Source: an optimization exercise on an open RTL-to-GDS flow (aim: small area). Production flows keep margins and buffers that such runs may drop.
Only simulation tests tie the RTL to the original design; equivalence was not proved.
No activity file was given, so power comes from the tool's default toggle rates. No driver is modelled on the clock port, so clocking that relies on it looks cheaper here than on a real chip.

[flow/config.mk]
export PLATFORM = sky130hd
export DESIGN_NAME = stream_fifo
export DESIGN_NICKNAME = stream_fifo
export VERILOG_FILES = /design/flow/design.v
export SDC_FILE = /design/flow/constraint.sdc
export NUM_CORES = 4
export LEC_CHECK = 0
export CAP_MARGIN = 20
export CORE_MARGIN = 2
export CORE_UTILIZATION = 50
export CTS_CLUSTER_DIAMETER = 80
export CTS_CLUSTER_SIZE = 30
export SLEW_MARGIN = 20
export SYNTH_HIERARCHICAL = 1
[flow/constraint.sdc]
create_clock -name core_clock -period 5.0 [get_ports {clk}]
set_input_delay 1.0000 -clock core_clock [delete_from_list [all_inputs] [get_ports {clk}]]
set_output_delay 1.0000 -clock core_clock [all_outputs]
set_load 0.01 [all_outputs]
[flow/design.v]
package stream_fifo_pkg;
    localparam int IO_WIDTH          = 128;
    localparam int FLAG_BITS         = 2;
    localparam int FIFO_DEPTH        = 16;
    localparam int FIFO_DEPTH_MARGIN = 2;
    typedef enum logic [1:0] {
        OP_IDLE = 2'b00,
        OP_POP  = 2'b01,
        OP_PUSH = 2'b10,
        OP_BOTH = 2'b11
    } fifo_op_e;
    function automatic int clog2(input int value);
        int r;
        int v;
        r = 0;
        v = value - 1;
        while (v > 0) begin
            r = r + 1;
            v = v >> 1;
        end
        clog2 = r;
    endfunction
endpackage
module fifo_rd_and3 (
    input  logic [2:0] d,
    input  logic [2:0] s,
    output logic       y_n
);
    assign y_n = ~|(d & s);
endmodule
module fifo_rd_and1 (
    input  logic d,
    input  logic s,
    output logic y_n
);
    assign y_n = ~(d & s);
endmodule
module fifo_rd_nand3 (
    input  logic [2:0] a,
    output logic       y
);
    assign y = ~&a;
endmodule
module fifo_rd_nor2 (
    input  logic [1:0] a,
    output logic       y_n
);
    assign y_n = ~|a;
endmodule
module fifo_rd_xnor2 (
    input  logic a,
    input  logic b,
    output logic y
);
    assign y = ~(a ^ b);
endmodule
module fifo_ram (
    input  logic [15:0] d,
    input  logic [15:0] sel,
    input  logic        inv,
    output logic        q
);
    logic [5:0] n;
    for (genvar k = 0; k < 5; k++) begin : g_and3
        fifo_rd_and3 u_and3 (
            .d   (d[3*k +: 3]),
            .s   (sel[3*k +: 3]),
            .y_n (n[k])
        );
    end
    fifo_rd_and1 u_and1 (
        .d   (d[15]),
        .s   (sel[15]),
        .y_n (n[5])
    );
    logic [1:0] o;
    logic       o_n;
    for (genvar k = 0; k < 2; k++) begin : g_nand3
        fifo_rd_nand3 u_nand3 (
            .a (n[3*k +: 3]),
            .y (o[k])
        );
    end
    fifo_rd_nor2 u_nor2 (
        .a   (o),
        .y_n (o_n)
    );
    fifo_rd_xnor2 u_xnor2 (
        .a (o_n),
        .b (inv),
        .y (q)
    );
endmodule
module stream_fifo #(
    parameter int DATA_WIDTH = stream_fifo_pkg::IO_WIDTH + stream_fifo_pkg::FLAG_BITS,
    parameter int DEPTH      = stream_fifo_pkg::FIFO_DEPTH,
    parameter int AF_MARGIN  = stream_fifo_pkg::FIFO_DEPTH_MARGIN,
    parameter int AE_LEVEL   = 1
) (
    input  logic                    clk,
    input  logic                    rst_n,
    input  logic                    flush,
    input  logic                    s_valid,
    output logic                    s_ready,
    input  logic [DATA_WIDTH-1:0]   s_data,
    output logic                    m_valid,
    input  logic                    m_ready,
    output logic [DATA_WIDTH-1:0]   m_data,
    output logic [stream_fifo_pkg::clog2(DEPTH):0]   count,
    output logic                    full,
    output logic                    empty,
    output logic                    almost_full,
    output logic                    almost_empty,
    output logic [stream_fifo_pkg::clog2(DEPTH):0]   max_count
);
    localparam int AW = stream_fifo_pkg::clog2(DEPTH);
    localparam int CW = AW + 1;
    localparam logic [CW-1:0] CNT_FULL = CW'(DEPTH);
    localparam logic [CW-1:0] CNT_AF   = CW'(DEPTH - AF_MARGIN);
    localparam logic [CW-1:0] CNT_AE   = CW'(AE_LEVEL);
    logic [AW-1:0]         wr_ptr_q;
    logic [DEPTH-1:0]      rsel_q;       
    logic [CW-1:0]         count_q, count_d;
    logic [CW-1:0]         max_count_q;
    logic [DEPTH-1:0]      wr, hold_n;
    logic                  push, pop, rinv;
    logic [DATA_WIDTH-1:0] mem [DEPTH];
    logic [DEPTH-1:0]      inv_q;
    assign s_ready = (count_q != CNT_FULL);
    assign m_valid = (count_q != '0);
    assign push = s_valid && s_ready && !flush;
    assign pop  = m_valid && m_ready && !flush;
    for (genvar i = 0; i < DEPTH; i++) begin : g_row
        assign wr[i]     = push && (wr_ptr_q == AW'(i));
        assign hold_n[i] = !(s_ready && (wr_ptr_q == AW'(i)));
        always_ff @(posedge clk) begin
            mem[i]   <= ~((mem[i] | {DATA_WIDTH{wr[i]}}) &
                          (s_data | {DATA_WIDTH{hold_n[i]}}));
            inv_q[i] <= wr[i] | ~inv_q[i];
        end
    end
    assign rinv = |(inv_q & rsel_q);
    for (genvar j = 0; j < DATA_WIDTH; j++) begin : g_col
        logic [DEPTH-1:0] col;
        for (genvar i = 0; i < DEPTH; i++) begin : g_bit
            assign col[i] = mem[i][j];
        end
        fifo_ram u_rd (
            .d   (col),
            .sel (rsel_q),
            .inv (rinv),
            .q   (m_data[j])
        );
    end
    always_comb begin
        count_d = count_q;
        if (push && !pop) count_d = count_q + CW'(1);
        if (pop && !push) count_d = count_q - CW'(1);
    end
    always_ff @(posedge clk or negedge rst_n) begin
        if (!rst_n) begin
            wr_ptr_q    <= '0;
            rsel_q      <= DEPTH'(1);
            count_q     <= '0;
            max_count_q <= '0;
        end else if (flush) begin
            wr_ptr_q    <= '0;
            rsel_q      <= DEPTH'(1);
            count_q     <= '0;
            max_count_q <= '0;
        end else begin
            if (push) wr_ptr_q <= wr_ptr_q + AW'(1);
            if (pop)  rsel_q   <= {rsel_q[DEPTH-2:0], rsel_q[DEPTH-1]};
            count_q <= count_d;
            if (count_d > max_count_q) max_count_q <= count_d;
        end
    end
    assign count        = count_q;
    assign max_count    = max_count_q;
    assign full         = (count_q == CNT_FULL);
    assign empty        = (count_q == '0);
    assign almost_full  = (count_q >= CNT_AF);
    assign almost_empty = (count_q <= CNT_AE);
endmodule
[flow/flow/run.sh]
#!/bin/bash
# Layout flow: the standard ORFS flow, with two changes to how the
# layout is built:
#  - port buffers use buf_1 instead of the resizer's default pick;
#  - clock tree synthesis clusters up to 30 sinks within 80 um per leaf
#    buffer and inserts no dummy loads.
# Everything else (synthesis, floorplan, power grid, placement, routing)
# is the standard flow.
set -euo pipefail
export BUFFER_PORTS_ARGS="-buffer_cell sky130_fd_sc_hd__buf_1"
export CTS_ARGS="-sink_clustering_enable -repair_clock_nets -dont_use_dummy_load -sink_clustering_size 30 -sink_clustering_max_diameter 80"
bash standard.sh finish > standard_flow.log 2>&1
[flow/standard.sh]
#!/bin/bash
# synth_recipe.tcl (not shown) runs the flow's synth.tcl, then flattens the netlist and writes it again
# the make line also repeats each setting of config.mk as NAME=value (left out here)
make -C /OpenROAD-flow-scripts/flow DESIGN_CONFIG=/design/flow/config.mk WORK_HOME=/design/flow/orfs CLKGATE_MAP_FILE= SYNTH_SCRIPT=/design/flow/synth_recipe.tcl "${@:-finish}"
==> run summary, run 1 <==
clock buffer count from CTS=98; type of origin of the critical path=flop; post-route total power=38.0 mW; die area=143,000 um2; Chip Width=378 um; via count of the first global-routing pass=57,800; post-route clock period utilization=90.5%; post-route ant nets=0; WS Path Type=reg -> out; initial antenna violation count=37; slew at the pin closest to its max-slew limit=1180 ps; number of enable flip-flop cells after synthesis=0; crit end category=output pin; buffer type at the clock tree root=sky130_fd_sc_hd__clkbuf_16; post-synthesis sequential area ratio=61.0%; maximum fanout encountered on the critical timing path=56; gate count after technology mapping=6,476; Worst R2R Setup Slack=870 ps; count of H-tree levels built during CTS=3; number of ports placed on the die boundary=281; Clock Path Buffers=3; number of maximum-capacitance violations=0; Achievable Freq=221 MHz; later-pin clock latency in the skew report=770 ps; Final Routed Wirelength=268,000 um; Post-Route Utilization=54.1%; Crit path required time=4000 ps; detailed-route via count=61,200; fraction of layout cells with a size suffix above 1=4.93%; Starting Density=50.3%; shortest clock period the worst path allows after layout=4530 ps; post-synth net total=6,625; Hold Vio Cnt, Final=0; Worst IR Drop VDD=0.365 mV; CTS-repair resized insts=0; placeable core area=139,000 um2; postcts setup bufs=0; synth unique cells=50; Most used DFF post-synth=sky130_fd_sc_hd__dfxtp_1; PortBufs=280; kind of path behind the tightest hold check=in -> async; depth of the most critical reg-to-reg path=12; post-synthesis cell area=70,000 um2; count of hold buffers inserted by post-cts repair=0; clock slew at the register clock pins of the worst setup and hold paths=90 ps; crit path DAT=3530 ps; share of flip-flops with an asynchronous set or reset=1.41%; vias per std cell=7.48; Max transition margin=21.3%; setup violation total in the final timing report=0; first-pass GRT wire length=390,000 um; Remaining Overflow, GRT=0; GRT Overall Usage=35.8%; sum of net half-perimeters after detailed placement=140,000 um; power density relative to cell area=505 nW/um2; Die Y-Extent=378 um; CTS tree=yes; average cell area after synthesis=10.8 um2; count of routing violations after the opening detailed-route iteration=10,200; Area growth syn-to-layout=7.55%; Clock Skews=94.4 ps; Remaining DRCs=0; RSZ-0062 raised after global routing=no; leakage power of the design=26.5 nW; final-layout setup total negative slack=0 ps; clk sink count=2,126; register bit count reported by yosys=2,126; final layout net count=6,433; routability congestion estimate from global placement=0.816; routed wirelength normalized by instance count=32.7 um; pin count of the biggest net entering global routing=131; number of rows in the core area=137; length of the first detailed-routing pass in iterations=11; count of pins over their slew limit=0; status=timing/DRC/antenna clean; Ys Warns=8
-- flip-flops by register name, indices dropped and copies added (netlist names) --
register and cells:
wr_ptr_q 4, rsel_q 16, inv_q 16, count_q 5
max_count_q 5, mem 2080
-- Yosys stat by module (local to each module, per instance), a selection --
| module | cells | times used | cell area [um2] |
|---|---|---|---|
| fifo_rd_and3 | 1 | 650 | 10.0 |
| fifo_rd_nor2 | 1 | 130 | 3.75 |
| stream_fifo | 5176 | 1 | 60100 |
| fifo_rd_nand3 | 1 | 260 | 5.00 |
| fifo_rd_xnor2 | 1 | 130 | 8.76 |
| fifo_rd_and1 | 1 | 130 | 3.75 |
-- stage by stage --
| step | instance area [um2] | hold WS, ps | setup slack (ps) | std cells |
|---|---|---|---|---|
| after global routing | 75300 | 411 | 382 | 8170 |
| after CTS | 75200 | 335 | 468 | 8157 |
| after floorplan | 70100 | 369 | -4490 | 6476 |
| after global placement | 72800 | 379 | 592 | 8059 |
| final | 75300 | 349 | 473 | 8181 |
| after detailed placement | 72800 | 384 | 668 | 8059 |
-- cells in the mapped netlist, drive strengths merged (21+ instances only) --
| master | count | area [um2] |
|---|---|---|
| buf | 306 | 1370 |
| xnor2 | 132 | 1160 |
| a21oi | 23 | 115 |
| clkbuf | 420 | 1580 |
| a222oi | 650 | 6510 |
| o22ai | 2081 | 13000 |
| dfxtp | 2096 | 42000 |
| nor2 | 156 | 586 |
| o21ai | 21 | 105 |
| nand2 | 176 | 661 |
| nand3 | 281 | 1410 |
| dfrtp | 29 | 726 |
-- report_power, final --
part	switching (mW)	internal (mW)	total, mW
clock network	5.29	3.51	8.80
logic	5.27	3.13	8.40
registers	1.43	19.4	20.8
total	12.0	26.0	38.0
-- worst paths after layout --
kind | start | end
worst max-delay path | rsel_q[13]$_DFFE_PN0P_ | m_data[53]
worst min-delay path | rst_n | count_q[3]$_DFF_PN0_
worst max register to register | count_q[1]$_DFF_PN0_ | max_count_q[2]$_DFFE_PN0P_
worst min register to register | inv_q[11]$_DFF_P_ | inv_q[11]$_DFF_P_
max in group asynchronous | rst_n | rsel_q[2]$_DFFE_PN0P_
min in group core_clock | inv_q[11]$_DFF_P_ | inv_q[11]$_DFF_P_
-- routing by layer --
metal  track usage (%)  share of wire, %  wire length (um)  up-vias
met1              49.6                40            108000    30600
met2              54.5                44            118000     4092
met4              12.8               3.2              8680       30
met3              8.54                12             33000      596
li1                  -                 -                 -    25900
met5                 0             0.079               211        -
-- area by class of cell --
class                           count  area [um2]
Fill cell                       12300       63900
Sequential cell                  2126       42800
Clock buffer                       98        2450
Timing Repair Buffer              434        2990
Tap cell                         1876        2350
Multi-Input combinational cell   3611       24700
Inverter                           13        48.8
Antenna cell                       23        57.6
-- layout by cell type, fill, tap and decap left out, drive strengths merged, types with 2 or more instances in the layout --
| cell | Yosys | final |
|---|---|---|
| nor2b | 6 | 6 |
| nand3 | 281 | 281 |
| and3 | 3 | 3 |
| clkbuf | 420 | 100 |
| nor2 | 156 | 156 |
| a22o | 4 | 4 |
| o22ai | 2081 | 2081 |
| a222oi | 650 | 650 |
| a21oi | 23 | 23 |
| nand2b | 11 | 11 |
| inv | 13 | 13 |
| nor3 | 8 | 8 |
| diode | 0 | 23 |
| nor3b | 4 | 4 |
| dfrtp | 29 | 29 |
| xor2 | 5 | 5 |
| nor4 | 2 | 2 |
| nor4b | 2 | 2 |
| a31oi | 3 | 3 |
| and2 | 3 | 3 |
| ha | 14 | 14 |
| a211oi | 4 | 4 |
| xnor2 | 132 | 132 |
| buf | 306 | 432 |
| nand3b | 3 | 3 |
| nand2 | 176 | 176 |
| o21ai | 21 | 21 |
| a2111o | 2 | 2 |
| a221oi | 4 | 4 |
| dfxtp | 2096 | 2096 |
-- logic make-up (layout without fill, tap and decap cells) --
family,count (synthesis),count (layout),synth area share [%]
AND/OR/NAND/NOR,662,662,4.30
buffers and inverters,739,545,4.27
other,0,23,0
adder cells (fa/ha/maj),14,14,0.250
AO/OA/AOI/OAI,2798,2798,28.5
flip-flops,2126,2126,61.0
XOR/XNOR,137,137,1.71
-- critical path: stages (launching register included) --
cell and delay, ps:
sky130_fd_sc_hd__dfrtp_4 790, sky130_fd_sc_hd__a22o_1 340, sky130_fd_sc_hd__a221oi_1 260, sky130_fd_sc_hd__nand4_1 290
sky130_fd_sc_hd__buf_12 320, sky130_fd_sc_hd__xnor2_1 490, sky130_fd_sc_hd__buf_1 210
==> inputs of run 2 (changes only) <==
--- a/flow/config.mk
+++ b/flow/config.mk
@@ -7,8 +7,9 @@
 export LEC_CHECK = 0
 export CAP_MARGIN = 20
 export CORE_MARGIN = 2
-export CORE_UTILIZATION = 50
+export CORE_UTILIZATION = 65
 export CTS_CLUSTER_DIAMETER = 80
 export CTS_CLUSTER_SIZE = 30
+export PLACE_DENSITY = 0.75
 export SLEW_MARGIN = 20
 export SYNTH_HIERARCHICAL = 1
==> run summary, run 2 <==
status=timing/DRC/antenna clean; Top Usage Layer GRT=met2; Yosys top cell area share=59.9%; list of most frequent post-synthesis cells=sky130_fd_sc_hd__dfxtp_1 (2,096), sky130_fd_sc_hd__o22ai_1 (2,081), sky130_fd_sc_hd__a222oi_1 (650), sky130_fd_sc_hd__clkbuf_1 (420), sky130_fd_sc_hd__nand3_1 (281); CTS-repair resized insts=0; placeable core area=107,000 um2; power density relative to cell area=503 nW/um2; clock buffer count from CTS=81; count of hold buffers inserted by post-cts repair=0; shortest clock period the worst path allows after layout=4750 ps; most repeated cell in the gate-level netlist after synthesis=sky130_fd_sc_hd__dfxtp_1; commonest cells after routing, fill and taps aside=sky130_fd_sc_hd__dfxtp_1 (2,096), sky130_fd_sc_hd__o22ai_1 (2,081), sky130_fd_sc_hd__a222oi_1 (650); average cell area after synthesis=10.8 um2; Clock Skews=70.9 ps; met1 Resource Use GR=57.6%; area share of xor/xnor cells in the synthesized design=1.71%; vias per std cell=8.11; kind of path behind the tightest hold check=in -> async; later-pin clock latency in the skew report=720 ps; count of H-tree levels built during CTS=3; post-route clock period utilization=95.0%; Final Routed Wirelength=249,000 um; Clock Path Buffers=3; PortBufs=280; Ys Warns=8; fraction of layout cells with a size suffix above 1=4.60%; routability congestion estimate from global placement=0.859; buffer type at the clock tree root=sky130_fd_sc_hd__clkbuf_16; Remaining DRCs=0; area share of fa/ha/maj cells after synthesis=0.250%; synthesized-area fraction occupied by ao, oa, aoi and oai cells=28.5%; post-synth net total=6,625; final layout net count=6,412; maximum fanout encountered on the critical timing path=54; met3 track demand over resource=12.2%; sum of net half-perimeters after detailed placement=131,000 um; worst-case setup slack after placement=1070 ps; multiplexer fraction of the synthesized cell area=0%; number of maximum-capacitance violations=0; crit path DAT=3750 ps; setup violation total in the final timing report=0; gate count after technology mapping=6,476; crit end category=output pin; leading area contributor after synthesis=sky130_fd_sc_hd__dfxtp_1; die area=110,000 um2; postcts setup bufs=0; Worst IR Drop VDD=0.364 mV; via count of the first global-routing pass=59,400; count of pins over their slew limit=0; number of enable flip-flop cells after synthesis=0; Post-Synth Simple-Gate Area=4.30%; count of routing violations after the opening detailed-route iteration=11,900; leakage power of the design=26.2 nW; Chip Width=332 um; ranking of synthesized cells by area=sky130_fd_sc_hd__dfxtp_1 (60%), sky130_fd_sc_hd__o22ai_1 (19%), sky130_fd_sc_hd__a222oi_1 (9.3%), sky130_fd_sc_hd__clkbuf_1 (2.3%), sky130_fd_sc_hd__nand3_1 (2.0%); Most used DFF post-synth=sky130_fd_sc_hd__dfxtp_1; CTS tree=yes; pin count of the biggest net entering global routing=132; WS Path Type=reg -> out; first-pass GRT wire length=369,000 um; Achievable Freq=211 MHz; post-synthesis sequential area ratio=61.0%; largest family of logic cells by synthesized area=compound AO/OA/AOI/OAI gates; number of ports placed on the die boundary=281; Die Y-Extent=332 um; clock slew at the register clock pins of the worst setup and hold paths=120 ps; post-route worst setup slack=249 ps; Crit path required time=4000 ps; largest registers ranked by flip-flop count=mem: 2080 flops, inv_q: 16 flops, rsel_q: 16 flops; post-route ant nets=0; initial antenna violation count=36; post-synthesis cell area=70,000 um2; type of origin of the critical path=flop; clk sink count=2,126; share of flip-flops with an asynchronous set or reset=1.41%; flip-flop count of the largest register after layout=2,080; final std cell area, no fill=74,100 um2; number of rows in the core area=120; RSZ-0062 raised after global routing=no; largest register by flop count=mem; length of the first detailed-routing pass in iterations=13; register bit count reported by yosys=2,126; slew at the pin closest to its max-slew limit=1120 ps; most common library cell in the layout ignoring fill and taps=sky130_fd_sc_hd__dfxtp_1; Max transition margin=25.3%; Hold Vio Cnt, Final=0; Area growth syn-to-layout=5.77%; Starting Density=65.5%; routed wirelength normalized by instance count=32.5 um; detailed-route via count=62,400; total cell area at the placement stage=72,000 um2; synth unique cells=50; GRT Overall Usage=42.9%; Remaining Overflow, GRT=0; GR met2 Demand/Resource=64.0%
## run 2: cell counts after synthesis
Identical to the previous run, type by type.
## run 2: modules after synthesis (local to each module, per instance), excerpt
| module | cells | flops+latches | copies in the design |
|---|---|---|---|
| stream_fifo | 5176 | 2126 | 1 |
| fifo_rd_nand3 | 1 | 0 | 260 |
| fifo_rd_nor2 | 1 | 0 | 130 |
| fifo_rd_and1 | 1 | 0 | 130 |
| fifo_rd_xnor2 | 1 | 0 | 130 |
| fifo_rd_and3 | 1 | 0 | 650 |
## run 2: power by group
group / internal, mW / switching [mW] / total, mW
clock: 2.94 / 5.04 / 7.98
combinational: 3.14 / 5.24 / 8.38
sequential: 19.4 / 1.53 / 20.9
total: 25.5 / 11.8 / 37.3
## run 2: layer usage
metal	share of wire, %	vias to the layer above
met2	43	5348
li1	-	25800
met3	15	996
met1	37	30200
met4	5.2	32
met5	0.084	-
## run 2: worst paths after layout
path | from | to | slack, ps | cells after the start
worst max-delay path | rsel_q[0]$_DFFE_PN1P_ | m_data[19] | 250 | 6
worst min-delay path | rst_n | max_count_q[0]$_DFFE_PN0P_ | 290 | 2
worst max register to register | count_q[1]$_DFF_PN0_ | mem[7][120]$_DFF_P_ | 1000 | 9
worst min register to register | inv_q[7]$_DFF_P_ | inv_q[7]$_DFF_P_ | 420 | 1
max in group asynchronous | rst_n | count_q[0]$_DFF_PN0_ | 4360 | 2
min in group core_clock | inv_q[7]$_DFF_P_ | inv_q[7]$_DFF_P_ | 420 | 1
## run 2: worst max-delay path, stage by stage, from the launching register on
cell and delay [ps]:
sky130_fd_sc_hd__dfstp_4 1150, sky130_fd_sc_hd__buf_4 720, sky130_fd_sc_hd__a222oi_1 230, sky130_fd_sc_hd__nand3_1 160, sky130_fd_sc_hd__nor2_1 70, sky130_fd_sc_hd__xnor2_1 360
sky130_fd_sc_hd__buf_1 200
## run 2: cells by family (layout without fill, tap and decap cells)
logic type	after synthesis	in the layout
AO/OA/AOI/OAI	2798	2798
flip-flops	2126	2126
adder cells (fa/ha/maj)	14	14
AND/OR/NAND/NOR	662	662
buffers and inverters	739	524
XOR/XNOR	137	137
other	0	21
## run 2: final cells by class
cell class	instances	area [um2]
Antenna cell	21	52.6
Clock buffer	81	2030
Fill cell	8046	32800
Inverter	13	48.8
Multi-Input combinational cell	3611	24700
Sequential cell	2126	42800
Tap cell	1403	1760
Timing Repair Buffer	430	2770
## run 2: through the flow
| stage | power (mW) | utilization, % | setup TNS [ps] | hold slack [ps] | cells |
|---|---|---|---|---|---|
| 2_1_floorplan | 25.9 | - | -572170 | 369 | 6476 |
| 3_3_place_gp | 29.1 | 67.4 | 0 | 380 | 7583 |
| 3_5_place_dp | 29.4 | 67.4 | 0 | 383 | 7583 |
| 4_1_cts | 37.0 | 69.3 | 0 | 283 | 7664 |
| 5_1_grt | 38.6 | 69.3 | 0 | 325 | 7674 |
| 6_report | 37.3 | 69.3 | 0 | 292 | 7685 |

-- afterwards: timing with drivers on the ports --
The results above use ideal ports. As a check the final layouts listed here were re-extracted and re-timed, cells and wires unchanged. Step 1: set_driving_cell puts a clkbuf_16 on clk and a buf_2 on each other input, an assumption about the parent block. Step 2 times the ports against the registers' clock, not the clock port: input delays grow and output delays shrink by t, the midpoint of the rising clock arrivals with the driver on. a / b / c = no drivers / after step 1 / after step 2; a / b = the first two.
run	shift t [ns]	setup slack, ns	latest minus earliest clock arrival (ns)	worst register clock-pin slew, ns
run 1	0.811	0.473 / 0.388 / 0.592	0.095 / 0.094	0.12 / 0.12
run 2	0.766	0.249 / 0.165 / 0.922	0.071 / 0.071	0.12 / 0.12
After both steps every run listed still meets setup and hold.
